Source: an optimization exercise on an open RTL-to-GDS flow (aim: small area and a short achievable clock period). Production flows keep margins and buffers that such runs may drop.
RTL that was checked went through simulation tests only; none was proved equivalent to the original.
No activity file was given, so power comes from the tool's default toggle rates.

==> inputs of job 6343 <==
==> flow/design.v <==
module fifo_flagged_ram #(
  parameter int WIDTH  = 8,
  parameter int DEPTH  = 256,
  parameter int ADDR_W = 8
) (
  input  logic              clk,
  input  logic              we,
  input  logic [ADDR_W-1:0] waddr,
  input  logic [WIDTH-1:0]  wdata,
  input  logic [ADDR_W-1:0] raddr,
  output logic [WIDTH-1:0]  rdata
);
  logic [WIDTH-1:0] mem [0:DEPTH-1];
  always_ff @(posedge clk) begin
    if (we) begin
      mem[waddr] <= wdata;
    end
  end
  assign rdata = mem[raddr];
endmodule
module fifo_flagged #(
  parameter int WIDTH    = 8,
  parameter int DEPTH    = 256,
  parameter int AF_LEVEL = DEPTH - 2,
  parameter int AE_LEVEL = 2
) (
  input  logic                           clk,
  input  logic                           reset_n,
  input  logic                           push,
  input  logic                           pop,
  input  logic                           flush,
  input  logic                           clear_err,
  input  logic [WIDTH-1:0]               din,
  output logic [WIDTH-1:0]               dout,
  output logic [$clog2(DEPTH+1)-1:0]     count,
  output logic                           empty,
  output logic                           full,
  output logic                           almost_full,
  output logic                           almost_empty,
  output logic                           overflow,
  output logic                           underflow,
  output logic [$clog2(DEPTH+1)-1:0]     max_level
);
  localparam int CNT_W  = $clog2(DEPTH+1);
  localparam int ADDR_W = ((DEPTH < 2) ? 1 : $clog2(DEPTH));
  localparam logic [CNT_W-1:0] ZERO_C  = {CNT_W{1'b0}};
  localparam logic [CNT_W-1:0] ONE_C   = CNT_W'(1);
  localparam logic [CNT_W-1:0] DEPTH_C = CNT_W'(DEPTH);
  localparam logic [CNT_W-1:0] AF_C    = CNT_W'(AF_LEVEL);
  localparam logic [CNT_W-1:0] AE_C    = CNT_W'(AE_LEVEL);
  localparam logic [ADDR_W-1:0] LAST_A = ADDR_W'(DEPTH - 1);
  localparam logic [ADDR_W-1:0] ONE_A  = ADDR_W'(1);
  logic [ADDR_W-1:0] waddr_r, raddr_r;
  logic [CNT_W-1:0]  count_r, count_nxt_s;
  logic              empty_r, full_r, af_r, ae_r, ovf_r, unf_r;
  logic              pop_ok_s, wr_s, rd_s, ovf_ev_s, unf_ev_s;
  logic [WIDTH-1:0]  dout_s;
  always_comb begin
    pop_ok_s    = pop & ~empty_r;
    wr_s        = push & (~full_r | pop_ok_s) & ~flush;
    rd_s        = pop_ok_s & ~flush;
    ovf_ev_s    = push & full_r & ~pop_ok_s & ~flush;
    unf_ev_s    = pop & empty_r & ~flush;
    count_nxt_s = count_r;
    if (flush) begin
      count_nxt_s = ZERO_C;
    end else if (wr_s & ~rd_s) begin
      count_nxt_s = count_r + ONE_C;
    end else if (rd_s & ~wr_s) begin
      count_nxt_s = count_r - ONE_C;
    end else begin
      count_nxt_s = count_r;
    end
  end
  always_ff @(posedge clk or negedge reset_n) begin
    if (!reset_n) begin
      waddr_r <= {ADDR_W{1'b0}};
      raddr_r <= {ADDR_W{1'b0}};
      count_r <= ZERO_C;
      empty_r <= 1'b1;
      full_r  <= 1'b0;
      af_r    <= (AF_C == ZERO_C);
      ae_r    <= 1'b1;
    end else begin
      if (flush) begin
        waddr_r <= {ADDR_W{1'b0}};
        raddr_r <= {ADDR_W{1'b0}};
      end else begin
        if (wr_s) waddr_r <= (waddr_r == LAST_A) ? {ADDR_W{1'b0}} : waddr_r + ONE_A;
        if (rd_s) raddr_r <= (raddr_r == LAST_A) ? {ADDR_W{1'b0}} : raddr_r + ONE_A;
      end
      count_r <= count_nxt_s;
      empty_r <= (count_nxt_s == ZERO_C);
      full_r  <= (count_nxt_s == DEPTH_C);
      af_r    <= (count_nxt_s >= AF_C);
      ae_r    <= (count_nxt_s <= AE_C);
    end
  end
  always_ff @(posedge clk or negedge reset_n) begin
    if (!reset_n) begin
      ovf_r <= 1'b0;
      unf_r <= 1'b0;
    end else begin
      if (ovf_ev_s) ovf_r <= 1'b1;
      else if (clear_err) ovf_r <= 1'b0;
      if (unf_ev_s) unf_r <= 1'b1;
      else if (clear_err) unf_r <= 1'b0;
    end
  end
  logic [CNT_W-1:0] max_r;
  always_ff @(posedge clk or negedge reset_n) begin
    if (!reset_n) begin
      max_r <= ZERO_C;
    end else if (clear_err) begin
      max_r <= count_nxt_s;
    end else if (count_nxt_s > max_r) begin
      max_r <= count_nxt_s;
    end
  end
  assign max_level = max_r;
  fifo_flagged_ram #(
    .WIDTH (WIDTH),
    .DEPTH (DEPTH),
    .ADDR_W(ADDR_W)
  ) u_ram (
    .clk  (clk),
    .we   (wr_s),
    .waddr(waddr_r),
    .wdata(din),
    .raddr(raddr_r),
    .rdata(dout_s)
  );
  assign dout         = dout_s;
  assign count        = count_r;
  assign empty        = empty_r;
  assign full         = full_r;
  assign almost_full  = af_r;
  assign almost_empty = ae_r;
  assign overflow     = ovf_r;
  assign underflow    = unf_r;
endmodule
==> flow/run.sh <==
#!/bin/bash
# synth_recipe.tcl (not shown) runs the flow's synth.tcl, then flattens the netlist and writes it again
# the make line also repeats each setting of config.mk as NAME=value (left out here)
make -C /OpenROAD-flow-scripts/flow DESIGN_CONFIG=/design/flow/config.mk WORK_HOME=/design/flow/orfs CLKGATE_MAP_FILE= SYNTH_SCRIPT=/design/flow/synth_recipe.tcl finish
==> flow/config.mk <==
export PLATFORM = sky130hd
export DESIGN_NAME = fifo_flagged
export DESIGN_NICKNAME = fifo_flagged
export VERILOG_FILES = /design/flow/design.v
export SDC_FILE = /design/flow/constraint.sdc
export NUM_CORES = 4
export LEC_CHECK = 0
export CAP_MARGIN = 20
export CORE_MARGIN = 2
export CORE_UTILIZATION = 40
export SETUP_SLACK_MARGIN = 0.3
export SLEW_MARGIN = 20
==> flow/constraint.sdc <==
create_clock -name core_clock -period 6.0 [get_ports {clk}]
set_input_delay 1.2000 -clock core_clock [delete_from_list [all_inputs] [get_ports {clk}]]
set_output_delay 1.2000 -clock core_clock [all_outputs]
set_load 0.01 [all_outputs]
==> job 2504: changes against job 6343 <==
==> flow/design.v (replaced) <==
module fifo_flagged_ram #(
  parameter int WIDTH  = 8,
  parameter int DEPTH  = 256,
  parameter int ADDR_W = 8
) (
  input  logic              clk,
  input  logic              shift,
  input  logic [WIDTH-1:0]  wdata,
  input  logic [ADDR_W-1:0] raddr,
  output logic [WIDTH-1:0]  rdata
);
  logic [WIDTH-1:0] mem [0:DEPTH-1];
  logic [15:0]      rhi, rlo;
  always_ff @(posedge clk) begin
    if (shift) begin
      mem[0] <= wdata;
      for (int w = 1; w < DEPTH; w++) mem[w] <= mem[w-1];
    end
  end
  logic [WIDTH-1:0] row [0:15];
  always_comb begin
    for (int i = 0; i < 16; i++) begin
      rhi[i] = (raddr[7:4] == 4'(i));
      rlo[i] = (raddr[3:0] == 4'(i));
    end
    rdata = '0;
    for (int i = 0; i < 16; i++) begin
      row[i] = '0;
      for (int j = 0; j < 16; j++)
        row[i] = row[i] | ({WIDTH{rlo[j]}} & mem[16*i + j]);
      rdata = rdata | ({WIDTH{rhi[i]}} & row[i]);
    end
  end
endmodule
module fifo_flagged #(
  parameter int WIDTH    = 8,
  parameter int DEPTH    = 256,
  parameter int AF_LEVEL = DEPTH - 2,
  parameter int AE_LEVEL = 2
) (
  input  logic                           clk,
  input  logic                           reset_n,
  input  logic                           push,
  input  logic                           pop,
  input  logic                           flush,
  input  logic                           clear_err,
  input  logic [WIDTH-1:0]               din,
  output logic [WIDTH-1:0]               dout,
  output logic [$clog2(DEPTH+1)-1:0]     count,
  output logic                           empty,
  output logic                           full,
  output logic                           almost_full,
  output logic                           almost_empty,
  output logic                           overflow,
  output logic                           underflow,
  output logic [$clog2(DEPTH+1)-1:0]     max_level
);
  localparam int CNT_W  = $clog2(DEPTH+1);
  localparam int ADDR_W = $clog2(DEPTH);
  logic [ADDR_W-1:0] rnext_r;
  logic [CNT_W-1:0]  count_r, max_r;
  logic              empty_r, full_r, af_r, ae_r, one_r, two_r, ovf_r, unf_r;
  logic              pend_v_r;
  logic [WIDTH-1:0]  pend_d_r, dout_r, rd_data;
  logic pop_ok, wr, rd, inc, dec, ovf_ev, unf_ev;
  logic [CNT_W-1:0] cnt_inc, cnt_dec, cnt_nxt, max_nxt;
  logic empty_n, full_n, af_n, ae_n, one_n, two_n;
  always_comb begin
    pop_ok = pop & ~empty_r;
    wr     = push & (~full_r | pop_ok) & ~flush;
    rd     = pop_ok & ~flush;
    inc    = wr & ~rd;
    dec    = rd & ~wr;
    ovf_ev = push & full_r & ~pop_ok & ~flush;
    unf_ev = pop & empty_r & ~flush;
    cnt_inc = count_r + 1'b1;
    cnt_dec = count_r - 1'b1;
    if (flush) begin
      cnt_nxt = '0;
      empty_n = 1'b1; full_n = 1'b0; af_n = 1'b0; ae_n = 1'b1; one_n = 1'b0; two_n = 1'b0;
    end else if (inc) begin
      cnt_nxt = cnt_inc;
      empty_n = 1'b0;
      full_n  = (count_r == CNT_W'(DEPTH - 1));
      af_n    = (count_r >= CNT_W'(AF_LEVEL - 1));
      ae_n    = (count_r <= CNT_W'(AE_LEVEL - 1));
      one_n   = empty_r;
      two_n   = one_r;
    end else if (dec) begin
      cnt_nxt = cnt_dec;
      empty_n = one_r;
      full_n  = 1'b0;
      af_n    = (count_r >= CNT_W'(AF_LEVEL + 1));
      ae_n    = (count_r <= CNT_W'(AE_LEVEL + 1));
      one_n   = two_r;
      two_n   = (count_r == CNT_W'(3));
    end else begin
      cnt_nxt = count_r;
      empty_n = empty_r; full_n = full_r; af_n = af_r; ae_n = ae_r; one_n = one_r; two_n = two_r;
    end
    if (clear_err | (inc & (count_r == max_r))) max_nxt = cnt_nxt;
    else                                        max_nxt = max_r;
  end
  always_ff @(posedge clk or negedge reset_n) begin
    if (!reset_n) begin
      count_r  <= '0;
      max_r    <= '0;
      empty_r  <= 1'b1;
      full_r   <= 1'b0;
      af_r     <= 1'b0;
      ae_r     <= 1'b1;
      one_r    <= 1'b0;
      two_r    <= 1'b0;
      ovf_r    <= 1'b0;
      unf_r    <= 1'b0;
      pend_v_r <= 1'b0;
      rnext_r  <= ADDR_W'(DEPTH - 2);
    end else begin
      count_r  <= cnt_nxt;
      max_r    <= max_nxt;
      empty_r  <= empty_n;
      full_r   <= full_n;
      af_r     <= af_n;
      ae_r     <= ae_n;
      one_r    <= one_n;
      two_r    <= two_n;
      if (ovf_ev) ovf_r <= 1'b1;
      else if (clear_err) ovf_r <= 1'b0;
      if (unf_ev) unf_r <= 1'b1;
      else if (clear_err) unf_r <= 1'b0;
      pend_v_r <= wr;
      if (flush)
        rnext_r <= ADDR_W'(DEPTH - 2);
      else if (pend_v_r & ~rd)
        rnext_r <= rnext_r + 1'b1;
      else if (rd & ~pend_v_r)
        rnext_r <= rnext_r - 1'b1;
    end
  end
  always_ff @(posedge clk) begin
    pend_d_r <= din;
    if (empty_r | (rd & one_r))
      dout_r <= din;
    else if (rd)
      dout_r <= (two_r & pend_v_r) ? pend_d_r : rd_data;
  end
  fifo_flagged_ram #(
    .WIDTH (WIDTH),
    .DEPTH (DEPTH),
    .ADDR_W(ADDR_W)
  ) u_ram (
    .clk  (clk),
    .shift(pend_v_r),
    .wdata(pend_d_r),
    .raddr(rnext_r),
    .rdata(rd_data)
  );
  assign dout         = dout_r;
  assign count        = count_r;
  assign empty        = empty_r;
  assign full         = full_r;
  assign almost_full  = af_r;
  assign almost_empty = ae_r;
  assign overflow     = ovf_r;
  assign underflow    = unf_r;
  assign max_level    = max_r;
endmodule
SETUP_SLACK_MARGIN = 3.5   (was 0.3)
==> summary.txt <==
Against job 6343, the non-clock buffer count of job 2504 is higher by 180. In job 2504 the first-iteration DRC count is higher than in job 6343, by about 110%. In job 6343 the wire length is lower than in job 2504, by about 23%. Between job 6343 and job 2504, the lower power is in job 6343 (gap about 8%, measured against job 2504). Of job 2504 and job 6343, job 2504 has the higher sequential power (gap about 6%, measured against job 6343). Clock power is about the same in job 2504 and job 6343. Of job 6343 and job 2504, job 2504 has the higher synthesized cell count (gap 7.3%, measured against job 2504). Against job 2504, the area after synthesis of job 6343 is higher by 3.7%. Critical path depth is the same in job 2504 and job 6343.
Only the layout flow was run in job 2504; the RTL was not checked for function there.

afterwards: timing with drivers on the ports:
In the flow no input, the clock included, has a driving cell. The finished layouts below were timed again as built, in two steps.
Step 1: set_driving_cell puts a clkbuf_16 on clk and a buf_2 on each other input, an assumption about the parent block.
Step 2, shift: input delay + t, output delay - t, t = (earliest + latest rising clock arrival at the registers) / 2. This alone moves slack from input paths to output paths.
Three values: no drivers, after step 1, after step 2; two values: the first two.
run	shift t [ns]	setup slack, ns	worst hold slack (ns)	cell pins on the clock port's net
job 6343	0.910	0.267 / 0.183 / 0.546	0.362 / 0.301 / 0.502	1
job 2504	0.940	2.612 / 2.612 / 2.290	0.418 / 0.418 / 0.418	1
After both steps every run listed still meets setup and hold. For job 2504, which loses most, drivers alone change the setup slack by 0.000 ns; drivers and shift together by -0.322 ns.
